From an optimization exercise on the open Yosys and OpenROAD flow, aimed at small area and a short achievable clock period; shortcuts taken in it are not production practice. Function was checked by simulation only, so behaviour that the tests miss may differ from the original. Power is estimated from default activity; no workload was simulated.

## old
==> flow/design.v <==
module memory_stage #(
    parameter int DATA_W = 16,
    parameter int REG_W  = 3,
    parameter int ADDR_W = 8
) (
    input  logic              clk,
    input  logic              rst,
    input  logic              in_stall,
    input  logic              in_flush,
    input  logic [DATA_W-1:0] in_ALUResult,
    input  logic              in_Zero,
    input  logic [DATA_W-1:0] in_BranchTarget,
    input  logic [REG_W-1:0]  in_WriteRegister,
    input  logic [DATA_W-1:0] in_Write_Data,
    input  logic              in_MemRead,
    input  logic              in_MemWrite,
    input  logic              in_Branch,
    input  logic              in_RegWrite,
    input  logic              in_MemtoReg,
    output logic              O_PCSrc,
    output logic [DATA_W-1:0] O_BranchTarget,
    output logic [DATA_W-1:0] O_ReadData,
    output logic [DATA_W-1:0] O_ALUResult,
    output logic [REG_W-1:0]  O_WriteRegister,
    output logic              O_RegWrite,
    output logic [DATA_W-1:0] O_WB_Data
);
    localparam int DEPTH = 1 << ADDR_W;
    localparam int LO_W  = 4;                  
    localparam int HI_W  = ADDR_W - LO_W;      
    localparam int GW    = 1 << LO_W;          
    localparam int NGRP  = 1 << HI_W;          
    logic [DATA_W-1:0] em_alu, em_target, em_wdata;
    logic [REG_W-1:0]  em_wreg;
    logic              em_pcsrc, em_mr, em_mw, em_rw, em_m2r;
    logic [DATA_W-1:0] wb_rdata, wb_alu, wb_data;
    logic [REG_W-1:0]  wb_wreg;
    logic              wb_rw;
    logic [DATA_W-1:0] mem [DEPTH];
    logic [ADDR_W-1:0] ra;
    assign ra = em_alu[ADDR_W:1];
    logic adv;
    assign adv = !rst && !in_stall;
    always_ff @(posedge clk) begin
        if (rst) begin
            em_alu    <= '0;
            em_target <= '0;
            em_wreg   <= '0;
            em_pcsrc  <= 1'b0;
            em_mr     <= 1'b0;
            em_mw     <= 1'b0;
            em_rw     <= 1'b0;
            em_m2r    <= 1'b0;
        end else if (!in_stall) begin
            em_alu    <= in_ALUResult;
            em_target <= in_BranchTarget;
            em_wreg   <= in_WriteRegister;
            em_pcsrc  <= !in_flush && in_Branch && in_Zero;
            em_mr     <= !in_flush && in_MemRead;
            em_mw     <= !in_flush && in_MemWrite;
            em_rw     <= !in_flush && in_RegWrite;
            em_m2r    <= in_MemtoReg;
        end
    end
    always_ff @(posedge clk) begin
        if (!in_stall) em_wdata <= in_Write_Data;
    end
    logic [ADDR_W-1:0] na;
    assign na = in_stall ? ra : in_ALUResult[ADDR_W:1];
    logic [GW-1:0] lsel, lsel_in, lsel_q;
    always_comb begin
        lsel_in = '0;
        lsel_in[in_ALUResult[LO_W:1]] = 1'b1;
    end
    assign lsel = in_stall ? lsel_q : lsel_in;
    always_ff @(posedge clk) lsel_q <= lsel;
    localparam int NA3 = GW / 3;               
    localparam int NT  = NA3 + GW % 3;         
    logic [NGRP-1:0][DATA_W-1:0]         part_d, part;
    logic [NGRP-1:0][NT-1:0][DATA_W-1:0] t_n;
    for (genvar g = 0; g < NGRP; g++) begin : g_grp
        for (genvar k = 0; k < NA3; k++) begin : g_a3
            memory_stage_aoi3 #(.W(DATA_W)) u_aoi (
                .d0(mem[g*GW+3*k]), .d1(mem[g*GW+3*k+1]), .d2(mem[g*GW+3*k+2]),
                .s0({DATA_W{lsel[3*k]}}), .s1({DATA_W{lsel[3*k+1]}}), .s2({DATA_W{lsel[3*k+2]}}),
                .y_n(t_n[g][k])
            );
        end
        for (genvar k = NA3; k < NT; k++) begin : g_a1
            assign t_n[g][k] = ~(mem[g*GW+2*NA3+k] & {DATA_W{lsel[2*NA3+k]}});
        end
        memory_stage_nand_tree #(.N(NT), .W(DATA_W)) u_red (.a_n(t_n[g]), .y(part_d[g]));
    end
    logic              fwd_d;
    logic [NGRP-1:0]   hsel_d, hsel;
    logic              fwd;
    logic [DATA_W-1:0] fd;
    assign fwd_d = adv && em_mw && (ra == na);
    always_comb begin
        hsel_d = '0;
        hsel_d[na[ADDR_W-1:LO_W]] = !fwd_d;
    end
    always_ff @(posedge clk) begin
        part <= part_d;
        hsel <= hsel_d;
        fwd  <= fwd_d;
        fd   <= em_wdata;
    end
    logic [DATA_W-1:0] rdata;
    always_comb begin
        rdata = {DATA_W{fwd}} & fd;
        for (int g = 0; g < NGRP; g++) rdata |= {DATA_W{hsel[g]}} & part[g];
    end
    logic ld;
    assign ld = !in_stall && em_mr;
    always_ff @(posedge clk) begin
        if (rst) begin
            wb_rdata <= '0;
            wb_data  <= '0;
            wb_alu   <= '0;
            wb_wreg  <= '0;
            wb_rw    <= 1'b0;
        end else if (!in_stall) begin
            if (em_mr) wb_rdata <= rdata;
            wb_data  <= !em_m2r ? em_alu : em_mr ? rdata : wb_rdata;
            wb_alu   <= em_alu;
            wb_wreg  <= em_wreg;
            wb_rw    <= em_rw;
        end
    end
    logic [NGRP-1:0] whi;
    logic [GW-1:0]   wlo;
    always_comb begin
        whi = '0; whi[ra[ADDR_W-1:LO_W]] = adv && em_mw;
        wlo = '0; wlo[ra[LO_W-1:0]]      = 1'b1;
    end
    always_ff @(posedge clk) begin
        for (int i = 0; i < DEPTH; i++)
            if (whi[i / GW] && wlo[i % GW]) mem[i] <= em_wdata;
    end
    assign O_PCSrc         = em_pcsrc;
    assign O_BranchTarget  = em_target;
    assign O_ReadData      = wb_rdata;
    assign O_ALUResult     = wb_alu;
    assign O_WriteRegister = wb_wreg;
    assign O_RegWrite      = wb_rw;
    assign O_WB_Data       = wb_data;
endmodule
module memory_stage_aoi3 #(
    parameter int W = 16
) (
    input  logic [W-1:0] d0,
    input  logic [W-1:0] d1,
    input  logic [W-1:0] d2,
    input  logic [W-1:0] s0,
    input  logic [W-1:0] s1,
    input  logic [W-1:0] s2,
    output logic [W-1:0] y_n
);
    assign y_n = ~((d0 & s0) | (d1 & s1) | (d2 & s2));
endmodule
module memory_stage_nand_tree #(
    parameter int N = 6,
    parameter int W = 16
) (
    input  logic [N-1:0][W-1:0] a_n,
    output logic [W-1:0]        y
);
    always_comb begin
        y = '0;
        for (int i = 0; i < N; i++) y |= ~a_n[i];
    end
endmodule
export LEC_CHECK = 0
export CAP_MARGIN = 20
export CORE_MARGIN = 2
export CORE_UTILIZATION = 55
export CTS_CLUSTER_DIAMETER = 90
export CTS_CLUSTER_SIZE = 28
export SETUP_SLACK_MARGIN = 1.7
export SLEW_MARGIN = 20
export SYNTH_HIERARCHICAL = 1
export SYNTH_MEMORY_MAX_BITS = 8192
export SYNTH_MINIMUM_KEEP_SIZE = 0
create_clock -name core_clock -period 4.2 [get_ports {clk}]
run.sh (not shown) runs the stock make flow with config.mk's settings and CLKGATE_MAP_FILE= SYNTH_SCRIPT=/design/flow/synth_recipe.tcl, a recipe that flattens the netlist after the stock synthesis.
[inputs] new vs old
-- flow/design.v --
<<< old, line 69
    assign na = in_stall ? ra : in_ALUResult[ADDR_W:1];
    logic [GW-1:0] lsel, lsel_in, lsel_q;
    always_comb begin
        lsel_in = '0;
        lsel_in[in_ALUResult[LO_W:1]] = 1'b1;
    end
    assign lsel = in_stall ? lsel_q : lsel_in;
    always_ff @(posedge clk) lsel_q <= lsel;
>>> new, line 69
    assign na = in_stall ? ra : in_ALUResult[ADDR_W:1];
    logic [GW-1:0] lsel, lsel_in, lsel_q;
    memory_stage_dec #(.W(LO_W)) u_dec_lsel (.a(in_ALUResult[LO_W:1]), .y(lsel_in));
    assign lsel = in_stall ? lsel_q : lsel_in;
    always_ff @(posedge clk) lsel_q <= lsel;
<<< old, line 97
    logic [DATA_W-1:0] fd;
    assign fwd_d = adv && em_mw && (ra == na);
    always_comb begin
        hsel_d = '0;
        hsel_d[na[ADDR_W-1:LO_W]] = !fwd_d;
    end
    always_ff @(posedge clk) begin
        part <= part_d;
>>> new, line 94
    logic [DATA_W-1:0] fd;
    assign fwd_d = adv && em_mw && (ra == na);
    logic [NGRP-1:0] nhi;
    memory_stage_dec #(.W(HI_W)) u_dec_nhi (.a(na[ADDR_W-1:LO_W]), .y(nhi));
    assign hsel_d = nhi & {NGRP{!fwd_d}};
    always_ff @(posedge clk) begin
        part <= part_d;
<<< old, line 129
        end
    end
    logic [NGRP-1:0] whi;
    logic [GW-1:0]   wlo;
    always_comb begin
        whi = '0; whi[ra[ADDR_W-1:LO_W]] = adv && em_mw;
        wlo = '0; wlo[ra[LO_W-1:0]]      = 1'b1;
    end
    always_ff @(posedge clk) begin
        for (int i = 0; i < DEPTH; i++)
>>> new, line 125
        end
    end
    logic [NGRP-1:0] dhi, whi;
    logic [GW-1:0]   wlo;
    memory_stage_dec #(.W(HI_W)) u_dec_whi (.a(ra[ADDR_W-1:LO_W]), .y(dhi));
    memory_stage_dec #(.W(LO_W)) u_dec_wlo (.a(ra[LO_W-1:0]), .y(wlo));
    assign whi = dhi & {NGRP{adv && em_mw}};
    always_ff @(posedge clk) begin
        for (int i = 0; i < DEPTH; i++)
<<< old, line 146
    assign O_RegWrite      = wb_rw;
    assign O_WB_Data       = wb_data;
endmodule
module memory_stage_aoi3 #(
>>> new, line 141
    assign O_RegWrite      = wb_rw;
    assign O_WB_Data       = wb_data;
endmodule
module memory_stage_dec #(
    parameter int W = 4
) (
    input  logic [W-1:0]      a,
    output logic [(1<<W)-1:0] y
);
    always_comb begin
        for (int i = 0; i < (1 << W); i++) y[i] = (a == W'(i));
    end
endmodule
module memory_stage_aoi3 #(
### Flow results
new completed end to end with timing, DRC and antenna clean. Relative to old, placeable core region increased by 0.78% in new. Compared with old, in new final area now smaller; combined global-route utilization of all metal layers now smaller; mux share of post-synthesis cell area comparable. Taking old as the reference point, the area of the die of new rises by 1700 um^2. old has higher first-pass GRT wire length than new. old has lower worst hold slack than new. Run comparison: new endpoint of the worst setup timing path part[201]; old endpoint of the worst setup timing path part[14]. Relative to old, share of final-layout standard cells stronger than drive strength 1 has gone down in new. Against old, static leakage power in new came out better. Status: vertical die dimension parity (new, old).

==> port drivers added, routing unchanged <==
Ports are ideal in the flow. The routed layouts listed here were re-timed in OpenROAD.
Step 1 assumes that a clkbuf_16 drives the clock port and a buf_2 every other input.
Step 2 also shifts input and output timing later by t, the mid clock arrival at the registers, as if the neighbouring blocks saw the same clock.
Slacks: ideal ports / drivers / drivers and shift; pairs: ideal ports / drivers.
run | t, ns | setup slack, ns | hold slack, ns
old | 1.007 | 1.510 / 1.554 / 0.564 | 0.200 / 0.164 / 0.479
new | 1.021 | 1.645 / 1.595 / 0.574 | 0.383 / 0.407 / 0.456
After both steps setup and hold are still met in every run listed. The setup slack of new, which loses most, moves by -0.050 ns with the drivers and by -1.071 ns with both steps.
